Background: an optimization exercise with open tools, aiming at small area and a short achievable clock period. Do not read the settings as production practice.
RTL that was checked went through simulation tests only; none was proved equivalent to the original.
Power is estimated from default activity; no workload was simulated.

==> 08-27 <==
==> flow/design.v (excerpt) <==
module simple_fifo_adapter #(
    parameter int DATA_IN_WIDTH  = 16,
    parameter int DATA_OUT_WIDTH = 128,
    parameter int ADDR_WIDTH     = 4,
    parameter int FULL_SLACK     = 1,
    parameter int USE_LAST       = 1
) (
    input  logic                      clk,
    input  logic                      rst,
    input  logic                      wr_ena,
    input  logic [DATA_IN_WIDTH-1:0]  wr_dat,
    input  logic                      wr_last,
    output logic                      wr_full,
    input  logic                      rd_ena,
    output logic [DATA_OUT_WIDTH-1:0] rd_dat,
    output logic                      rd_last,
    output logic                      rd_empty,
    output logic [ADDR_WIDTH:0]       rd_dat_cnt
);
==> module simple_fifo_adapter, before the edit <==
module simple_fifo_adapter #(
    parameter int DATA_IN_WIDTH  = 16,
    parameter int DATA_OUT_WIDTH = 128,
    parameter int ADDR_WIDTH     = 4,
    parameter int FULL_SLACK     = 1,
    parameter int USE_LAST       = 1
) (
    input  logic                      clk,
    input  logic                      rst,
    input  logic                      wr_ena,
    input  logic [DATA_IN_WIDTH-1:0]  wr_dat,
    input  logic                      wr_last,
    output logic                      wr_full,
    input  logic                      rd_ena,
    output logic [DATA_OUT_WIDTH-1:0] rd_dat,
    output logic                      rd_last,
    output logic                      rd_empty,
    output logic [ADDR_WIDTH:0]       rd_dat_cnt
);
    localparam int RATIO  = DATA_OUT_WIDTH / DATA_IN_WIDTH;
    localparam int DEPTH  = 1 << ADDR_WIDTH;
    localparam int W      = DATA_IN_WIDTH;
    localparam logic [ADDR_WIDTH:0] CNT_MAX    = (ADDR_WIDTH + 1)'(DEPTH);
    localparam logic [ADDR_WIDTH:0] FULL_LEVEL = (ADDR_WIDTH + 1)'(DEPTH - FULL_SLACK);
    logic [DATA_OUT_WIDTH:0] mem [DEPTH];
    logic [W-1:0]            pack [RATIO-1];
    logic [DEPTH-1:0]        wsel, rsel;           
    logic [RATIO-1:0]        lane_eq;              
    logic [RATIO-1:0]        lane_lt;              
    logic [ADDR_WIDTH:0]     count;
    logic                    empty, full;          
    logic                    last_in, commit_req, commit_ok, wr_adv, rd_accept, slot_free;
    logic [ADDR_WIDTH:0]     count_next;
    logic [DATA_OUT_WIDTH:0] wword, rword;
    assign last_in    = (USE_LAST != 0) && wr_last;
    assign rd_accept  = rd_ena && !empty;
    assign commit_req = wr_ena && (lane_eq[RATIO-1] || last_in);
    assign commit_ok  = commit_req && (!full || rd_accept);
    assign wr_adv     = wr_ena && !commit_req;
    assign slot_free  = !full || rd_ena;
    always_comb begin
        for (int k = 0; k < RATIO; k++) begin
            if (k < RATIO - 1)
                wword[k*W +: W] = ({W{lane_lt[k]}} & pack[k]) | ({W{lane_eq[k]}} & wr_dat);
            else
                wword[k*W +: W] = {W{lane_eq[k]}} & wr_dat;
        end
        wword[DATA_OUT_WIDTH] = last_in;
    end
    always_comb begin
        count_next = count;
        case ({commit_ok, rd_accept})
            2'b10:   count_next = count + 1'b1;
            2'b01:   count_next = count - 1'b1;
            default: count_next = count;
        endcase
    end
    always_ff @(posedge clk) begin
        if (rst) begin
            wsel     <= DEPTH'(1);
            rsel     <= DEPTH'(1);
            count    <= '0;
            empty    <= 1'b1;
            full     <= 1'b0;
            lane_eq  <= RATIO'(1);
            lane_lt  <= '0;
            wr_full  <= (FULL_LEVEL == '0);
        end else begin
            count   <= count_next;
            empty   <= (count_next == '0);
            full    <= (count_next == CNT_MAX);
            wr_full <= (count_next >= FULL_LEVEL);
            if (rd_accept) rsel <= {rsel[DEPTH-2:0], rsel[DEPTH-1]};
            if (commit_ok) wsel <= {wsel[DEPTH-2:0], wsel[DEPTH-1]};
            if (commit_ok) begin
                lane_eq <= RATIO'(1);
                lane_lt <= '0;
            end else if (wr_adv) begin
                lane_eq <= {lane_eq[RATIO-2:0], 1'b0};
                lane_lt <= {lane_lt[RATIO-2:0], 1'b1};
            end
        end
    end
    always_ff @(posedge clk) begin
        for (int k = 0; k < RATIO - 1; k++)
            if (lane_eq[k]) pack[k] <= wr_dat;
    end
    always_ff @(posedge clk) begin
        for (int i = 0; i < DEPTH; i++)
            if (wsel[i] && slot_free) mem[i] <= wword;
    end
    always_comb begin
        rword = '0;
        for (int i = 0; i < DEPTH; i++)
            rword = rword | ({(DATA_OUT_WIDTH+1){rsel[i]}} & mem[i]);
    end
    always_ff @(posedge clk) begin
        if (rst) begin
            rd_dat  <= '0;
            rd_last <= 1'b0;
        end else if (rd_accept) begin
            rd_dat  <= rword[DATA_OUT_WIDTH-1:0];
            rd_last <= rword[DATA_OUT_WIDTH];
        end
    end
    assign rd_empty   = empty;
    assign rd_dat_cnt = count;
endmodule
clock: 4.0 ns
lec_check: 0
cap_margin: 20
core_margin: 2
core_utilization: 40
slew_margin: 20
run.sh (not shown) runs the stock make flow with config.mk's settings and CLKGATE_MAP_FILE= SYNTH_SCRIPT=/design/flow/synth_recipe.tcl, a recipe that flattens the netlist after the stock synthesis.
==> 12-14 (differences from 08-27) <==
--- a/flow/design.v
+++ b/flow/design.v
@@ -31,10 +31,9 @@
     logic                    empty, full;          
     logic                    last_in, commit_req, commit_ok, wr_adv, rd_accept, slot_free;
-    logic [ADDR_WIDTH:0]     count_next;
     logic [DATA_OUT_WIDTH:0] wword, rword;
     assign last_in    = (USE_LAST != 0) && wr_last;
     assign rd_accept  = rd_ena && !empty;
     assign commit_req = wr_ena && (lane_eq[RATIO-1] || last_in);
-    assign commit_ok  = commit_req && (!full || rd_accept);
+    assign commit_ok  = commit_req && slot_free;
     assign wr_adv     = wr_ena && !commit_req;
     assign slot_free  = !full || rd_ena;
@@ -48,12 +47,10 @@
         wword[DATA_OUT_WIDTH] = last_in;
     end
-    always_comb begin
-        count_next = count;
-        case ({commit_ok, rd_accept})
-            2'b10:   count_next = count + 1'b1;
-            2'b01:   count_next = count - 1'b1;
-            default: count_next = count;
-        endcase
-    end
+    logic inc, dec;
+    logic [ADDR_WIDTH:0] count_up, count_dn;
+    assign inc      = commit_ok && !rd_accept;
+    assign dec      = rd_accept && !commit_ok;
+    assign count_up = count + 1'b1;
+    assign count_dn = count - 1'b1;
     always_ff @(posedge clk) begin
         if (rst) begin
@@ -67,8 +64,15 @@
             wr_full  <= (FULL_LEVEL == '0);
         end else begin
-            count   <= count_next;
-            empty   <= (count_next == '0);
-            full    <= (count_next == CNT_MAX);
-            wr_full <= (count_next >= FULL_LEVEL);
+            if (inc) begin
+                count   <= count_up;
+                empty   <= 1'b0;
+                full    <= (count_up == CNT_MAX);
+                wr_full <= (count_up >= FULL_LEVEL);
+            end else if (dec) begin
+                count   <= count_dn;
+                empty   <= (count_dn == '0);
+                full    <= 1'b0;
+                wr_full <= (count_dn >= FULL_LEVEL);
+            end
             if (rd_accept) rsel <= {rsel[DEPTH-2:0], rsel[DEPTH-1]};
             if (commit_ok) wsel <= {wsel[DEPTH-2:0], wsel[DEPTH-1]};
Settings changed: CORE_UTILIZATION 40 to 65, CTS_CLUSTER_DIAMETER set to 60, CTS_CLUSTER_SIZE set to 30, PLACE_DENSITY set to 0.75, SETUP_SLACK_MARGIN set to 1.8.
==> 12-04 (differences from 08-27) <==
--- a/flow/design.v
+++ b/flow/design.v
@@ -31,10 +31,9 @@
     logic                    empty, full;          
     logic                    last_in, commit_req, commit_ok, wr_adv, rd_accept, slot_free;
-    logic [ADDR_WIDTH:0]     count_next;
     logic [DATA_OUT_WIDTH:0] wword, rword;
     assign last_in    = (USE_LAST != 0) && wr_last;
     assign rd_accept  = rd_ena && !empty;
     assign commit_req = wr_ena && (lane_eq[RATIO-1] || last_in);
-    assign commit_ok  = commit_req && (!full || rd_accept);
+    assign commit_ok  = commit_req && slot_free;
     assign wr_adv     = wr_ena && !commit_req;
     assign slot_free  = !full || rd_ena;
@@ -48,12 +47,10 @@
         wword[DATA_OUT_WIDTH] = last_in;
     end
-    always_comb begin
-        count_next = count;
-        case ({commit_ok, rd_accept})
-            2'b10:   count_next = count + 1'b1;
-            2'b01:   count_next = count - 1'b1;
-            default: count_next = count;
-        endcase
-    end
+    logic inc, dec;
+    logic [ADDR_WIDTH:0] count_up, count_dn;
+    assign inc      = commit_ok && !rd_accept;
+    assign dec      = rd_accept && !commit_ok;
+    assign count_up = count + 1'b1;
+    assign count_dn = count - 1'b1;
     always_ff @(posedge clk) begin
         if (rst) begin
@@ -67,8 +64,15 @@
             wr_full  <= (FULL_LEVEL == '0);
         end else begin
-            count   <= count_next;
-            empty   <= (count_next == '0);
-            full    <= (count_next == CNT_MAX);
-            wr_full <= (count_next >= FULL_LEVEL);
+            if (inc) begin
+                count   <= count_up;
+                empty   <= 1'b0;
+                full    <= (count_up == CNT_MAX);
+                wr_full <= (count_up >= FULL_LEVEL);
+            end else if (dec) begin
+                count   <= count_dn;
+                empty   <= (count_dn == '0);
+                full    <= 1'b0;
+                wr_full <= (count_dn >= FULL_LEVEL);
+            end
             if (rd_accept) rsel <= {rsel[DEPTH-2:0], rsel[DEPTH-1]};
             if (commit_ok) wsel <= {wsel[DEPTH-2:0], wsel[DEPTH-1]};
Settings changed: CTS_CLUSTER_DIAMETER set to 60, CTS_CLUSTER_SIZE set to 25, SETUP_SLACK_MARGIN set to 1.8.
==> flow_metrics.py <==
metrics = {
    "die": {
        "core.rowCount": 168,
        "floorplan.die.width_microns": 463,
    },
    "logic_synthesis": {
        "synth.top_cell.area_share": 0.776,
    },
    "power": {
        "pwr-share-seq": 0.603,
        "power.leakage_nw": 30.0,
    },
    "finish": {
        "seq_share": 0.727,
        "register_area_sq_um": 69400,
    },
    "setup_path": {
        "crit_path_start_kind": "input pin",
        "cpPeakStageDelay_ns": 0.64,
    },
    "place": {
        "pre_cts_ws_ns": 0.491,
    },
    "sta": {
        "slew_headroom": 0.320,
    },
    "hold_path": {
        "hold_end": "wsel[5]",
    },
    "status": {
        "status": "finished clean",
    },
}
[end of results for 12-04]
==> flow_metrics.py <==
metrics = {
    "status": {
        "status": "finished clean",
    },
    "power": {
        "pwr-share-seq": 0.530,
        "power.leakage_nw": 31.0,
    },
    "setup_path": {
        "cpPeakStageDelay_ns": 0.64,
        "crit_path_start_kind": "input pin",
    },
    "die": {
        "floorplan.die.width_microns": 463,
    },
    "sta": {
        "slew_headroom": 0.247,
    },
    "hold_path": {
        "hold_end": "wsel[9]",
    },
}
[end of results for 08-27]
==> flow_metrics.py <==
metrics = {
    "die": {
        "floorplan.die.width_microns": 364,
        "core.rowCount": 132,
    },
    "finish": {
        "seq_share": 0.737,
        "register_area_sq_um": 69300,
    },
    "sta": {
        "slew_headroom": 0.170,
    },
    "power": {
        "power.leakage_nw": 29.8,
    },
    "status": {
        "status": "finished clean",
    },
    "logic_synthesis": {
        "synth.top_cell.area_share": 0.776,
    },
    "setup_path": {
        "cpPeakStageDelay_ns": 0.82,
    },
}
[end of results for 12-14]
For 12-14 and 12-04, only the layout was checked, not whether the RTL still works.


==> inputs of run a <==
Another version of the RTL of simple_fifo_adapter (not shown whole).
Design simple_fifo_adapter, start of the top module:
module simple_fifo_adapter #(
    parameter int DATA_IN_WIDTH  = 16,
    parameter int DATA_OUT_WIDTH = 128,
    parameter int ADDR_WIDTH     = 4,
    parameter int FULL_SLACK     = 1,
    parameter int USE_LAST       = 1
) (
    input  logic                      clk,
    input  logic                      rst,
    input  logic                      wr_ena,
    input  logic [DATA_IN_WIDTH-1:0]  wr_dat,
    input  logic                      wr_last,
    output logic                      wr_full,
    input  logic                      rd_ena,
    output logic [DATA_OUT_WIDTH-1:0] rd_dat,
    output logic                      rd_last,
    output logic                      rd_empty,
    output logic [ADDR_WIDTH:0]       rd_dat_cnt
);
==> module simple_fifo_adapter, before the edit <==
module simple_fifo_adapter #(
    parameter int DATA_IN_WIDTH  = 16,
    parameter int DATA_OUT_WIDTH = 128,
    parameter int ADDR_WIDTH     = 4,
    parameter int FULL_SLACK     = 1,
    parameter int USE_LAST       = 1
) (
    input  logic                      clk,
    input  logic                      rst,
    input  logic                      wr_ena,
    input  logic [DATA_IN_WIDTH-1:0]  wr_dat,
    input  logic                      wr_last,
    output logic                      wr_full,
    input  logic                      rd_ena,
    output logic [DATA_OUT_WIDTH-1:0] rd_dat,
    output logic                      rd_last,
    output logic                      rd_empty,
    output logic [ADDR_WIDTH:0]       rd_dat_cnt
);
    localparam int RATIO  = DATA_OUT_WIDTH / DATA_IN_WIDTH;
    localparam int DEPTH  = 1 << ADDR_WIDTH;
    localparam int LANE_W = (RATIO > 1) ? $clog2(RATIO) : 1;
    localparam logic [LANE_W-1:0]   LAST_LANE  = LANE_W'(RATIO - 1);
    localparam logic [ADDR_WIDTH:0] CNT_MAX    = (ADDR_WIDTH + 1)'(DEPTH);
    localparam logic [ADDR_WIDTH:0] FULL_LEVEL = (ADDR_WIDTH + 1)'(DEPTH - FULL_SLACK);
    logic [DATA_OUT_WIDTH-1:0] mem_data [DEPTH];
    logic                      mem_last [DEPTH];
    logic [ADDR_WIDTH-1:0]     wr_ptr, rd_ptr;
    logic [ADDR_WIDTH:0]       count, count_next;
    logic [LANE_W-1:0]         lane;
    logic [DATA_OUT_WIDTH-1:0] pack_reg, pack_merged;
    logic                      last_in, commit_req, commit_ok, wr_accept, rd_accept;
    assign last_in    = (USE_LAST != 0) && wr_last;
    assign rd_accept  = rd_ena && (count != '0);
    assign commit_req = wr_ena && ((lane == LAST_LANE) || last_in);
    assign commit_ok  = commit_req && ((count != CNT_MAX) || rd_accept);
    assign wr_accept  = wr_ena && (!commit_req || commit_ok);
    always_comb begin
        pack_merged = pack_reg;
        for (int k = 0; k < RATIO; k++) begin
            if (lane == LANE_W'(k)) begin
                pack_merged[k*DATA_IN_WIDTH +: DATA_IN_WIDTH] = wr_dat;
            end
        end
    end
    always_comb begin
        count_next = count;
        case ({commit_ok, rd_accept})
            2'b10:   count_next = count + 1'b1;
            2'b01:   count_next = count - 1'b1;
            default: count_next = count;
        endcase
    end
    always_ff @(posedge clk) begin
        if (rst) begin
            wr_ptr   <= '0;
            rd_ptr   <= '0;
            count    <= '0;
            lane     <= '0;
            pack_reg <= '0;
            wr_full  <= (FULL_LEVEL == '0);
        end else begin
            count   <= count_next;
            wr_full <= (count_next >= FULL_LEVEL);
            if (rd_accept) rd_ptr <= rd_ptr + 1'b1;
            if (commit_ok) wr_ptr <= wr_ptr + 1'b1;
            if (wr_accept) begin
                if (commit_req) begin
                    lane     <= '0;
                    pack_reg <= '0;
                end else begin
                    lane     <= lane + 1'b1;
                    pack_reg <= pack_merged;
                end
            end
        end
    end
    always_ff @(posedge clk) begin
        if (commit_ok) begin
            mem_data[wr_ptr] <= pack_merged;
            mem_last[wr_ptr] <= last_in;
        end
    end
    always_ff @(posedge clk) begin
        if (rst) begin
            rd_dat  <= '0;
            rd_last <= 1'b0;
        end else if (rd_accept) begin
            rd_dat  <= mem_data[rd_ptr];
            rd_last <= mem_last[rd_ptr];
        end
    end
    assign rd_empty   = (count == '0);
    assign rd_dat_cnt = count;
endmodule
make LEC_CHECK=0 CAP_MARGIN=20 CORE_MARGIN=2 CORE_UTILIZATION=40 SLEW_MARGIN=20 finish   # period 4.0 ns
==> run b: changes against run a <==
==> flow/design.v (replaced) <==
module simple_fifo_adapter #(
    parameter int DATA_IN_WIDTH  = 16,
    parameter int DATA_OUT_WIDTH = 128,
    parameter int ADDR_WIDTH     = 4,
    parameter int FULL_SLACK     = 1,
    parameter int USE_LAST       = 1
) (
    input  logic                      clk,
    input  logic                      rst,
    input  logic                      wr_ena,
    input  logic [DATA_IN_WIDTH-1:0]  wr_dat,
    input  logic                      wr_last,
    output logic                      wr_full,
    input  logic                      rd_ena,
    output logic [DATA_OUT_WIDTH-1:0] rd_dat,
    output logic                      rd_last,
    output logic                      rd_empty,
    output logic [ADDR_WIDTH:0]       rd_dat_cnt
);
    localparam int RATIO  = DATA_OUT_WIDTH / DATA_IN_WIDTH;
    localparam int DEPTH  = 1 << ADDR_WIDTH;
    localparam int W      = DATA_IN_WIDTH;
    localparam logic [ADDR_WIDTH:0] CNT_MAX    = (ADDR_WIDTH + 1)'(DEPTH);
    localparam logic [ADDR_WIDTH:0] FULL_LEVEL = (ADDR_WIDTH + 1)'(DEPTH - FULL_SLACK);
    logic [DATA_OUT_WIDTH:0] mem [DEPTH];
    logic [W-1:0]            pack [RATIO-1];
    logic [DEPTH-1:0]        wsel;                 
    localparam int NRS = 2;
    logic [DEPTH-1:0]        rsel [NRS];
    logic [RATIO-1:0]        lane_eq;              
    logic [RATIO-1:0]        lane_lt;              
    logic [ADDR_WIDTH:0]     count;
    logic                    empty, full;          
    logic                    last_in, commit_req, commit_ok, wr_adv, rd_accept, slot_free;
    logic [DATA_OUT_WIDTH:0] wword, rword;
    assign last_in    = (USE_LAST != 0) && wr_last;
    assign rd_accept  = rd_ena && !empty;
    assign commit_req = wr_ena && (lane_eq[RATIO-1] || last_in);
    assign commit_ok  = commit_req && slot_free;
    assign wr_adv     = wr_ena && !commit_req;
    assign slot_free  = !full || rd_ena;
    always_comb begin
        for (int k = 0; k < RATIO; k++) begin
            if (k < RATIO - 1)
                wword[k*W +: W] = ({W{lane_lt[k]}} & pack[k]) | ({W{lane_eq[k]}} & wr_dat);
            else
                wword[k*W +: W] = {W{lane_eq[k]}} & wr_dat;
        end
        wword[DATA_OUT_WIDTH] = last_in;
    end
    logic inc, dec;
    logic [ADDR_WIDTH:0] count_up, count_dn;
    assign inc      = commit_ok && !rd_accept;
    assign dec      = rd_accept && !commit_ok;
    assign count_up = count + 1'b1;
    assign count_dn = count - 1'b1;
    always_ff @(posedge clk) begin
        if (rst) begin
            wsel     <= DEPTH'(1);
            for (int c = 0; c < NRS; c++) rsel[c] <= DEPTH'(1);
            count    <= '0;
            empty    <= 1'b1;
            full     <= 1'b0;
            lane_eq  <= RATIO'(1);
            lane_lt  <= '0;
            wr_full  <= (FULL_LEVEL == '0);
        end else begin
            if (inc) begin
                count   <= count_up;
                empty   <= 1'b0;
                full    <= (count_up == CNT_MAX);
                wr_full <= (count_up >= FULL_LEVEL);
            end else if (dec) begin
                count   <= count_dn;
                empty   <= (count_dn == '0);
                full    <= 1'b0;
                wr_full <= (count_dn >= FULL_LEVEL);
            end
            if (rd_accept)
                for (int c = 0; c < NRS; c++) rsel[c] <= {rsel[c][DEPTH-2:0], rsel[c][DEPTH-1]};
            if (commit_ok) wsel <= {wsel[DEPTH-2:0], wsel[DEPTH-1]};
            if (commit_ok) begin
                lane_eq <= RATIO'(1);
                lane_lt <= '0;
            end else if (wr_adv) begin
                lane_eq <= {lane_eq[RATIO-2:0], 1'b0};
                lane_lt <= {lane_lt[RATIO-2:0], 1'b1};
            end
        end
    end
    always_ff @(posedge clk) begin
        for (int k = 0; k < RATIO - 1; k++)
            if (lane_eq[k]) pack[k] <= wr_dat;
    end
    always_ff @(posedge clk) begin
        for (int i = 0; i < DEPTH; i++)
            if (wsel[i] && slot_free) mem[i] <= wword;
    end
    always_comb begin
        rword = '0;
        for (int b = 0; b <= DATA_OUT_WIDTH; b++)
            for (int i = 0; i < DEPTH; i++)
                rword[b] = rword[b] | (rsel[b * NRS / (DATA_OUT_WIDTH + 1)][i] & mem[i][b]);
    end
    always_ff @(posedge clk) begin
        if (rst) begin
            rd_dat  <= '0;
            rd_last <= 1'b0;
        end else if (rd_accept) begin
            rd_dat  <= rword[DATA_OUT_WIDTH-1:0];
            rd_last <= rword[DATA_OUT_WIDTH];
        end
    end
    assign rd_empty   = empty;
    assign rd_dat_cnt = count;
endmodule
==> flow/flow/run.sh (new file) <==
#!/bin/bash
# Standard layout, with the clock tree built from larger sink clusters and without the dummy
# loads CTS adds for balancing. Each step's full log stays in orfs/logs; make's own output goes
# to flow_make.log in this folder.
set -euo pipefail
export CTS_ARGS="-sink_clustering_enable -repair_clock_nets -dont_use_dummy_load -sink_clustering_size 30 -sink_clustering_max_diameter 60"
bash standard.sh finish > flow_make.log 2>&1
==> flow/standard.sh (new file) <==
#!/bin/bash
# synth_recipe.tcl (not shown) runs the flow's synth.tcl, then flattens the netlist and writes it again
# the make line also repeats each setting of config.mk as NAME=value (left out here)
make -C /OpenROAD-flow-scripts/flow DESIGN_CONFIG=/design/flow/config.mk WORK_HOME=/design/flow/orfs CLKGATE_MAP_FILE= SYNTH_SCRIPT=/design/flow/synth_recipe.tcl "${@:-finish}"
--- a/flow/config.mk
+++ b/flow/config.mk
@@ -7,5 +7,7 @@
 export LEC_CHECK = 0
 export CAP_MARGIN = 20
 export CORE_MARGIN = 2
-export CORE_UTILIZATION = 40
+export CORE_UTILIZATION = 55
+export PLACE_DENSITY = 0.7
+export SETUP_SLACK_MARGIN = 1.9
 export SLEW_MARGIN = 20
removed: flow/run.sh
==> notes.md <==
item                                                                       run a        run b
Worst reg2reg path endpoint                                      mem_data[1][80]   mem[3][24]
Clock Buffer Count                                                           305          135
Y dimension of the die                                                    475 um       396 um
Clock latency reported for the late side of the worst-skew pair           880 ps       810 ps
Overall routing resource usage                                             19.1%        31.7%
Setup Slack @ Placement                                                   442 ps       443 ps
Number of buffers inserted during clock tree synthesis                       230          135
Die Area                                                             226,000 um2  157,000 um2
Fillers                                                                   18,100       10,500
FF+latch count, synth                                                      2,338        2,376
Horizontal die dimension                                                  475 um       396 um
Area fraction in and, or, nand and nor cells after synthesis               1.49%        4.08%
Hold path startpoint                                                         rst   lane_lt[6]
Share of total power in combinational logic                                15.8%         3.7%
Area taken by multi-input logic gates                                 20,200 um2   13,700 um2
Number of nets in the final layout                                         4,564        4,857
Outcome                                         no timing/DRC/antenna violations  no timing/DRC/antenna violations
Leak pwr                                                                 32.2 nW      29.4 nW
Sw frac                                                                    24.9%        20.3%
Power share of the clock group                                             37.3%        31.5%
Path category of the worst min-delay check                                in2reg      reg2reg
Share of synthesized area occupied by flip-flops and latches               76.0%        82.0%
Mean instance size in the synthesized netlist                           20.9 um2     18.1 um2
Final clock period utilization by the worst path                           86.3%        54.3%

[afterwards: timing with drivers on the ports]
The flow's constraints put no driver on any port. The routed layouts listed below were extracted and timed again, unchanged, in two steps. Step 1 (the two cells are an assumption about what drives the block):
set clk [get_ports {clk}]
set_driving_cell -lib_cell sky130_fd_sc_hd__clkbuf_16 $clk
set_driving_cell -lib_cell sky130_fd_sc_hd__buf_2 [delete_from_list [all_inputs] $clk]
Step 2 adds t to the input delays and takes it off the output delays; t is the mean of the earliest and latest rising clock arrival at the registers after step 1. Input paths then give back, and output paths get back, about the clock's delay inside the block. a / b / c = ideal / step 1 / step 2; a / b = the first two.
run	t, ns	slack for setup (ns)	worst register clock-pin slew, ns	cell pins on the clock port's net
08-27	0.945	0.974 / 0.970 / 0.094	0.07 / 0.07	1
12-14	0.887	1.775 / 1.737 / 1.111	0.11 / 0.11	1
12-04	0.904	1.738 / 1.705 / 0.886	0.10 / 0.10	1
run a	0.931	0.546 / 0.459 / 0.409	0.07 / 0.07	1
run b	0.861	1.828 / 1.747 / 1.090	0.11 / 0.11	1
After both steps every run listed still meets setup and hold. The setup slack of 08-27, which loses most, moves by -0.004 ns with the drivers and by -0.880 ns with both steps.
